This design comes from an exercise in tuning for small area on the open sky130 flow, not from production work. Function was checked by simulation only, so behaviour that the tests miss may differ from the original. No activity file was given, so power comes from the tool's default toggle rates.

`flow/design.v`:
```
package core_pkg;
  localparam int unsigned DATA_WIDTH = 32;
  localparam int unsigned ADDR_WIDTH = 5;
  localparam int unsigned REG_ZERO   = 0;
  localparam logic [5:0] OP_OUT = 6'b011100;
  localparam logic [5:0] OP_MOV = 6'b011101;
endpackage
module sat_counter #(
  parameter int unsigned WIDTH = 8
) (
  input  logic             clock,
  input  logic             reset,
  input  logic             increment,
  input  logic             clear,
  output logic [WIDTH-1:0] count
);
  logic [WIDTH-1:0] count_q;
  always_ff @(posedge clock) begin
    if (!reset) begin
      count_q <= '0;
    end else if (increment) begin
      if (clear) begin
        count_q <= WIDTH'(1);
      end else if (count_q != {WIDTH{1'b1}}) begin
        count_q <= count_q + WIDTH'(1);
      end
    end else if (clear) begin
      count_q <= '0;
    end
  end
  assign count = count_q;
endmodule
module register_bank #(
  parameter int unsigned DATA_WIDTH    = core_pkg::DATA_WIDTH,
  parameter int unsigned ADDR_WIDTH    = core_pkg::ADDR_WIDTH,
  parameter int unsigned ERR_CNT_WIDTH = 8
) (
  input  logic                     clock,
  input  logic                     reset,
  input  logic [ADDR_WIDTH-1:0]    readAddrA,
  input  logic [ADDR_WIDTH-1:0]    readAddrB,
  output logic [DATA_WIDTH-1:0]    dataA,
  output logic [DATA_WIDTH-1:0]    dataB,
  input  logic                     writeEnable,
  input  logic [ADDR_WIDTH-1:0]    writeAddr,
  input  logic [DATA_WIDTH-1:0]    writeData,
  input  logic                     aluError,
  input  logic                     outEnable,
  output logic [DATA_WIDTH-1:0]    outData,
  input  logic                     errorClear,
  output logic                     errorFlag,
  output logic [ERR_CNT_WIDTH-1:0] errorCount
);
  localparam int unsigned NumRegs = 2 ** ADDR_WIDTH;
  logic                  commit;
  logic                  suppress;
  logic [DATA_WIDTH-1:0] wdata;       
  logic [NumRegs-1:1]    wen;         
  logic [NumRegs-1:1]    rselA, rselB;
  logic                  bypA, bypB;
  logic [DATA_WIDTH-1:0] out_q;
  logic                  flag_q;
  assign commit   = writeEnable && !aluError;
  assign suppress = writeEnable && aluError;
  assign wdata    = writeData & {DATA_WIDTH{reset}};
  logic       hitA, hitB;        
  logic [3:0] wlo_n, alo_n, blo_n;     
  logic [7:0] whi_n, ahi_n, bhi_n;     
  assign hitA = commit && (writeAddr == readAddrA);
  assign hitB = commit && (writeAddr == readAddrB);
  for (genvar k = 0; k < 4; k++) begin : g_lo
    assign wlo_n[k] = reset && (writeAddr[1:0] != 2'(k));
    assign alo_n[k] = (readAddrA[1:0] != 2'(k));
    assign blo_n[k] = (readAddrB[1:0] != 2'(k));
  end
  for (genvar j = 0; j < 8; j++) begin : g_hi
    assign whi_n[j] = reset && !(commit && (writeAddr[4:2] == 3'(j)));
    assign ahi_n[j] = !(reset && !hitA && (readAddrA[4:2] == 3'(j)));
    assign bhi_n[j] = !(reset && !hitB && (readAddrB[4:2] == 3'(j)));
  end
  for (genvar i = 1; i < NumRegs; i++) begin : g_dec
    rb_nor2 u_wen  (.a (whi_n[i/4]), .b (wlo_n[i%4]), .y (wen[i]));
    rb_nor2 u_selA (.a (ahi_n[i/4]), .b (alo_n[i%4]), .y (rselA[i]));
    rb_nor2 u_selB (.a (bhi_n[i/4]), .b (blo_n[i%4]), .y (rselB[i]));
  end
  assign bypA = hitA && (readAddrA != '0);
  assign bypB = hitB && (readAddrB != '0);
  logic [DATA_WIDTH-1:0] regs_q [NumRegs-1:1];
  logic [(NumRegs-1)*DATA_WIDTH-1:0] regs_flat;   
  for (genvar i = 1; i < NumRegs; i++) begin : g_reg
    always_ff @(posedge clock) begin
      if (wen[i]) regs_q[i] <= wdata;
    end
    assign regs_flat[(i-1)*DATA_WIDTH +: DATA_WIDTH] = regs_q[i];
  end
  rb_read_port #(.WIDTH(DATA_WIDTH)) u_rdA (
    .sel (rselA), .regs_flat (regs_flat), .byp (bypA), .wdata (wdata), .data (dataA)
  );
  rb_read_port #(.WIDTH(DATA_WIDTH)) u_rdB (
    .sel (rselB), .regs_flat (regs_flat), .byp (bypB), .wdata (wdata), .data (dataB)
  );
  always_ff @(posedge clock) begin
    if (outEnable || !reset) out_q <= wdata;
  end
  always_ff @(posedge clock) begin
    if (!reset) begin
      flag_q <= 1'b0;
    end else if (suppress) begin
      flag_q <= 1'b1;
    end else if (errorClear) begin
      flag_q <= 1'b0;
    end
  end
  sat_counter #(
    .WIDTH (ERR_CNT_WIDTH)
  ) u_err_cnt (
    .clock     (clock),
    .reset     (reset),
    .increment (suppress),
    .clear     (errorClear),
    .count     (errorCount)
  );
  assign outData   = out_q;
  assign errorFlag = flag_q;
endmodule
module rb_read_port #(
  parameter int unsigned WIDTH = 32
) (
  input  logic [31:1]          sel,
  input  logic [31*WIDTH-1:0]  regs_flat,
  input  logic                 byp,
  input  logic [WIDTH-1:0]     wdata,
  output logic [WIDTH-1:0]     data
);
  for (genvar b = 0; b < WIDTH; b++) begin : g_bit
    logic [31:0] d;
    for (genvar i = 1; i < 32; i++) begin : g_d
      assign d[i] = regs_flat[(i-1)*WIDTH + b];
    end
    assign d[0] = wdata[b];
    rb_sel32 u_sel (.s ({sel, byp}), .d (d), .y (data[b]));
  end
endmodule
module rb_sel32 (
  input  logic [31:0] s,
  input  logic [31:0] d,
  output logic        y
);
  logic [10:0] n;
  logic [2:0]  p;
  for (genvar g = 0; g < 10; g++) begin : g_ao
    rb_aoi222 u_aoi (
      .a1 (s[3*g]),   .a2 (d[3*g]),
      .b1 (s[3*g+1]), .b2 (d[3*g+1]),
      .c1 (s[3*g+2]), .c2 (d[3*g+2]),
      .y  (n[g])
    );
  end
  rb_aoi22 u_aoi_last (.a1 (s[30]), .a2 (d[30]), .b1 (s[31]), .b2 (d[31]), .y (n[10]));
  rb_nand4 u_p0 (.a (n[0]), .b (n[1]), .c (n[2]),  .d (n[3]), .y (p[0]));
  rb_nand4 u_p1 (.a (n[4]), .b (n[5]), .c (n[6]),  .d (n[7]), .y (p[1]));
  rb_nand3 u_p2 (.a (n[8]), .b (n[9]), .c (n[10]),            .y (p[2]));
  rb_or3   u_y  (.a (p[0]), .b (p[1]), .c (p[2]),             .y (y));
endmodule
module rb_aoi222 (
  input  logic a1, a2, b1, b2, c1, c2,
  output logic y
);
  assign y = ~((a1 & a2) | (b1 & b2) | (c1 & c2));
endmodule
module rb_aoi22 (
  input  logic a1, a2, b1, b2,
  output logic y
);
  assign y = ~((a1 & a2) | (b1 & b2));
endmodule
module rb_nand4 (
  input  logic a, b, c, d,
  output logic y
);
  assign y = ~(a & b & c & d);
endmodule
module rb_nand3 (
  input  logic a, b, c,
  output logic y
);
  assign y = ~(a & b & c);
endmodule
module rb_or3 (
  input  logic a, b, c,
  output logic y
);
  assign y = a | b | c;
endmodule
module rb_nor2 (
  input  logic a, b,
  output logic y
);
  assign y = ~(a | b);
endmodule
```
`flow/flow/run.sh`:
```
#!/bin/bash
# Standard ORFS layout (standard.sh, synthesis unchanged) with three layout
# settings changed: ports are buffered with a small buffer instead of the
# default pick, CTS builds its tree from clkbuf_8 clusters of up to 18 sinks
# without dummy loads, and global routing runs ORFS's power recovery
# (downsizing gates off the critical paths). make's output goes to
# standard.log; each ORFS step keeps its own log under orfs/logs/.
set -euo pipefail
bash standard.sh \
  "BUFFER_PORTS_ARGS=-buffer_cell sky130_fd_sc_hd__buf_1" \
  "CTS_ARGS=-sink_clustering_enable -repair_clock_nets -dont_use_dummy_load -buf_list {sky130_fd_sc_hd__clkbuf_8} -sink_clustering_size 18 -sink_clustering_max_diameter 70" \
  "RECOVER_POWER=100" \
  finish > standard.log 2>&1
```
`flow/standard.sh`:
```
#!/bin/bash
# synth_recipe.tcl (not shown) runs the flow's synth.tcl, then flattens the netlist and writes it again
# the make line also repeats each setting of config.mk as NAME=value (left out here)
make -C /OpenROAD-flow-scripts/flow DESIGN_CONFIG=/design/flow/config.mk WORK_HOME=/design/flow/orfs CLKGATE_MAP_FILE= SYNTH_SCRIPT=/design/flow/synth_recipe.tcl "${@:-finish}"
```
`flow/config.mk`:
```
export PLATFORM = sky130hd
export DESIGN_NAME = register_bank
export DESIGN_NICKNAME = register_bank
export VERILOG_FILES = /design/flow/design.v
export SDC_FILE = /design/flow/constraint.sdc
export NUM_CORES = 4
export LEC_CHECK = 0
export CAP_MARGIN = 20
export CORE_MARGIN = 2
export CORE_UTILIZATION = 45
export PLACE_DENSITY = 0.6
export SLEW_MARGIN = 20
export SYNTH_HIERARCHICAL = 1
```
`flow/constraint.sdc`:
```
create_clock -name core_clock -period 7.0 [get_ports {clock}]
set_input_delay 1.4000 -clock core_clock [delete_from_list [all_inputs] [get_ports {clock}]]
set_output_delay 1.4000 -clock core_clock [all_outputs]
set_load 0.01 [all_outputs]
```
==> impl_metrics.env <==
export IMPL_status="failed layout checks"
export IMPL_checkFailReasons="capacitance limit, slew limit"
export IMPL_cp_max_fo=10
export IMPL_cp_slowest_stage_delay_ns=0.47
export IMPL_synth_avg_cell_area_um2=18.2
export IMPL_viasPerCell=8.16
export IMPL_grt_max_degree=35
export IMPL_crit_slowest_cell="or3_1"
export IMPL_wirelength_met1_um=56500
export IMPL_critPathCaptureType="output pin"
export IMPL_worst_slew_pin_slew_ns=3.53
export IMPL_place_inst=3738
export IMPL_synth_top_family_by_area="compound AO/OA/AOI/OAI gates"
export IMPL_drive_gt1_share_pct=12.8
export IMPL_slew_viol_final=1658
export IMPL_top_layer_used="met4"
export IMPL_start_util_pct=45.6
export IMPL_drtAntennaViolNets=0
export IMPL_final_setup_skew_ns=0.00929
export IMPL_grt_usage_pct=33.7
export IMPL_irDropWorstVdd_mv=0.171
export IMPL_critPathBufInv=4
export IMPL_synth_edf_count=1024
export IMPL_drc_errors=0
export IMPL_arrival_ns=5.05
export IMPL_layout_nets=2690
export IMPL_drt_iter0_drc=8769
export IMPL_postCtsHoldBufs=0
export IMPL_leakagePower_nw=13.5
export IMPL_cp_depth=11
export IMPL_die_w_um=306
export IMPL_cts_htree_levels=3
export IMPL_clkSlewWorstSetupHoldPaths_ns=0.11
export IMPL_crit_family="simple AND/OR/NAND/NOR gates"
export IMPL_io_pins=158
export IMPL_cts_root_buf="clkbuf_8"
export IMPL_ys_ff_latch=1033
export IMPL_vias=31200
export IMPL_crit_start="writeAddr[4]"
export IMPL_clock_path_buffers=3
export IMPL_die_h_um=306
export IMPL_met2_length_um=71700
export IMPL_floorplan_rows=110
export IMPL_post_dp_hpwl_um=95700
export IMPL_tritoncts="done"
export IMPL_syn_nets=2313
export IMPL_rsz0062_at_grt="no"
export IMPL_r2r_end="u_err_cnt.count_q[0]"
export IMPL_endpoint="dataB[9]"
export IMPL_design_area_mm2=0.0460
export IMPL_min_period_ns=6.45
export IMPL_crit_required_ns=5.60
export IMPL_die_area_mm2=0.0939
export IMPL_met3_length_um=26100
export IMPL_min_path_type="reg2reg"
export IMPL_clk_latency_ns=0.70
export IMPL_async_flop_share_pct=0
export IMPL_utilization_pct=51.0
export IMPL_io_buffer_count=157
export IMPL_drt_wl_total_um=163000
export IMPL_synthAdderAreaFrac_pct=0.0304
export IMPL_grt_pass1_vias=30300
export IMPL_min_delay_start="u_err_cnt.count_q[1]"
export IMPL_finalCritPeriodShare_pct=92.2
export IMPL_grt_first_pass_wirelength_um=223000
export IMPL_fin_setup_tns_ns=0
export IMPL_cts_buffers=71
export IMPL_crit_path_frequent_cell="clkbuf_1"
export IMPL_firstDrtPassIters=13
export IMPL_p_per_area_mw_per_mm2=250
export IMPL_clock_sinks=1033
export IMPL_area_growth_pct=11.8
export IMPL_synth_xor_area_share_pct=0.249
export IMPL_synthMuxAreaShare_pct=0.0486
export IMPL_antenna_found_initial=8
export IMPL_core_mm2=0.0903
export IMPL_synth_distinct_cells=45
export IMPL_yosysTopAreaCellShare_pct=74.7
export IMPL_max_cap_violations=52
export IMPL_critPathLaunchType="input port"
export IMPL_syn_inst=2259
export IMPL_hold_viol=0
export IMPL_r2r_start="u_err_cnt.count_q[0]"
export IMPL_ys_warn_count=9
export IMPL_worstRegToRegCells=4
export IMPL_final_setup_viol_count=0
export IMPL_synthFlopType="edfxtp_1"
export IMPL_post_cts_buffers=0
export IMPL_overflow=0
export IMPL_rrSetupSlack_ns=5.37
export IMPL_syn_area_mm2=0.0412
export IMPL_path_class="in2out"
export IMPL_fmax_ghz=0.155
export IMPL_yosys_area_top_type="edfxtp_1"
export IMPL_fin_cells=3817
export IMPL_synthSimpleGateAreaFrac_pct=5.93
export IMPL_place_area_mm2=0.0453
export IMPL_cts_resized=0
export IMPL_relSlewSlack_pct=-135
export IMPL_synth_compound_area_share_pct=18.3
export IMPL_synth_area_leaders="edfxtp_1 (75%), a222oi_1 (16%), nand4_1 (2.0%)"
export IMPL_yosysSeqAreaShare_pct=75.1
export IMPL_crit_chain="clkbuf_1, xnor2_1, nand4_4, o2111ai_1, clkbuf_1, nor2_1, buf_4, a222oi_1, nand4_1, or3_1, buf_1"
export IMPL_gp_congestion=0.880
export IMPL_detail_route_wl_per_cell_um=42.8
[Yosys stat by module (local to each module, per instance), a selection]
module	flops+latches	area [um^2]	times used
rb_aoi22	0	12.5	64
rb_nor2	0	3.75	93
rb_or3	0	6.26	64
rb_nand3	0	5.00	64
register_bank	1025	31600	1
rb_nand4	0	6.26	128
rb_aoi222	0	10.0	640
[per-stage QoR]
stage	setup slack (ns)	power, mW	hold slack (ns)
CTS	0.926	11.5	0.558
global route	0.451	11.8	0.609
finish	0.549	11.5	0.557
floorplan	1.24	8.21	0.530
detailed placement	0.932	8.81	0.539
global placement	0.999	8.75	0.532
[cell usage after synthesis (2+ instances only)]
| cell | number |
|---|---|
| nand2_2 | 2 |
| a211oi_2 | 2 |
| nor2b_1 | 4 |
| mux2i_1 | 2 |
| nand2_1 | 12 |
| a222oi_1 | 640 |
| or3_1 | 64 |
| o21ai_0 | 5 |
| nor4_1 | 2 |
| a21oi_1 | 3 |
| xnor2_1 | 8 |
| a211oi_1 | 2 |
| nand2b_1 | 9 |
| and2_1 | 33 |
| nor3_1 | 7 |
| o2111ai_1 | 9 |
| nand4_4 | 2 |
| clkbuf_1 | 5 |
| a22oi_2 | 64 |
| a21boi_0 | 2 |
| nor2_1 | 101 |
| xnor2_2 | 2 |
| edfxtp_1 | 1024 |
| o21a_1 | 9 |
| nand3_1 | 67 |
| o41a_1 | 2 |
| or2_2 | 2 |
| o211ai_1 | 4 |
| nand4_1 | 133 |
| dfxtp_1 | 9 |
| buf_6 | 3 |
| buf_2 | 5 |
| inv_1 | 9 |
[power by group]
| part | internal (mW) | total (mW) | leakage [nW] | switching, mW |
|---|---|---|---|---|
| Sequential | 7.47 | 7.76 | 9.32 | 0.289 |
| Combinational | 0.213 | 0.974 | 3.69 | 0.761 |
| Clock | 0.917 | 2.76 | 0.511 | 1.85 |
| Total | 8.60 | 11.5 | 13.5 | 2.90 |
[area by class of cell]
| type | count | area [um^2] |
|---|---|---|
| Inverter | 9 | 33.8 |
| Fill cell | 7473 | 44300 |
| Clock buffer | 71 | 977 |
| Sequential cell | 1033 | 30900 |
| Antenna cell | 7 | 17.5 |
| Tap cell | 1176 | 1470 |
| Timing Repair Buffer | 317 | 1760 |
| Multi-Input combinational cell | 1204 | 10800 |
[registers in the layout, summed over array words and instances (netlist names)]
signal,count
flag_q,1
out_q,32
regs_q,992
u_err_cnt.count_q,8
[worst min-delay path by stage]
stage | depth (start not counted) | to | slack, ns
after floorplan | 2 | u_err_cnt.count_q[1] | 0.53
after global placement | 2 | u_err_cnt.count_q[1] | 0.53
after detailed placement | 2 | u_err_cnt.count_q[1] | 0.54
after CTS | 2 | u_err_cnt.count_q[1] | 0.56
after global routing | 2 | u_err_cnt.count_q[1] | 0.61
final | 2 | u_err_cnt.count_q[1] | 0.56
[cells in the final DEF (no fill, tap or decap), drive strengths merged, types with 10 or more instances in the layout]
master,count
edfxtp,1024
a222oi,640
or3,64
xnor2,10
nor2,101
nand2,14
nand3,67
clkbuf,137
and2,33
buf,251
a22oi,64
nand4,135
[cells by family (layout without fill, tap and decap cells)]
logic type	Yosys count	count (layout)
other	0	7
flip-flops	1033	1033
AND/OR/NAND/NOR	444	444
adder cells (fa/ha/maj)	1	1
AO/OA/AOI/OAI	747	747
buffers and inverters	22	397
XOR/XNOR	10	10
multiplexers	2	2
[worst register-to-register path: cells and delay by family, from the launching register on]
kind                     cells  cell delay [ns]
AND/OR/NAND/NOR              1             0.36
adder cells (fa/ha/maj)      1             0.34
flip-flops                   1             0.47
AO/OA/AOI/OAI                2             0.38
[per-layer routing]
layer  GRT usage (%)  vias to the layer above
li1                -                    11800
met1            44.0                    15500
met2            51.0                     3271
met3            11.0                      597
met4            16.0                        0
met5               0                        -

## port drivers added, routing unchanged
How much do the figures lean on ideal ports? The routed layout below was timed once more, with nothing changed but the port constraints.
Step 1 assumes that a clkbuf_16 drives the clock port and a buf_2 every other input.
Step 2 also shifts input and output timing later by t, the mid clock arrival at the registers, as if the neighbouring blocks saw the same clock.
Three values: no drivers, after step 1, after step 2; two values: the first two.
shift t [ns]: 0.750
slack for setup (ns): 0.549 / 0.523 / 0.523
hold WS [ns]: 0.557 / 0.557 / 0.557
clock arrival spread, ns: 0.074 / 0.075
For this run, drivers alone change the setup slack by -0.026 ns; drivers and shift together by -0.026 ns.
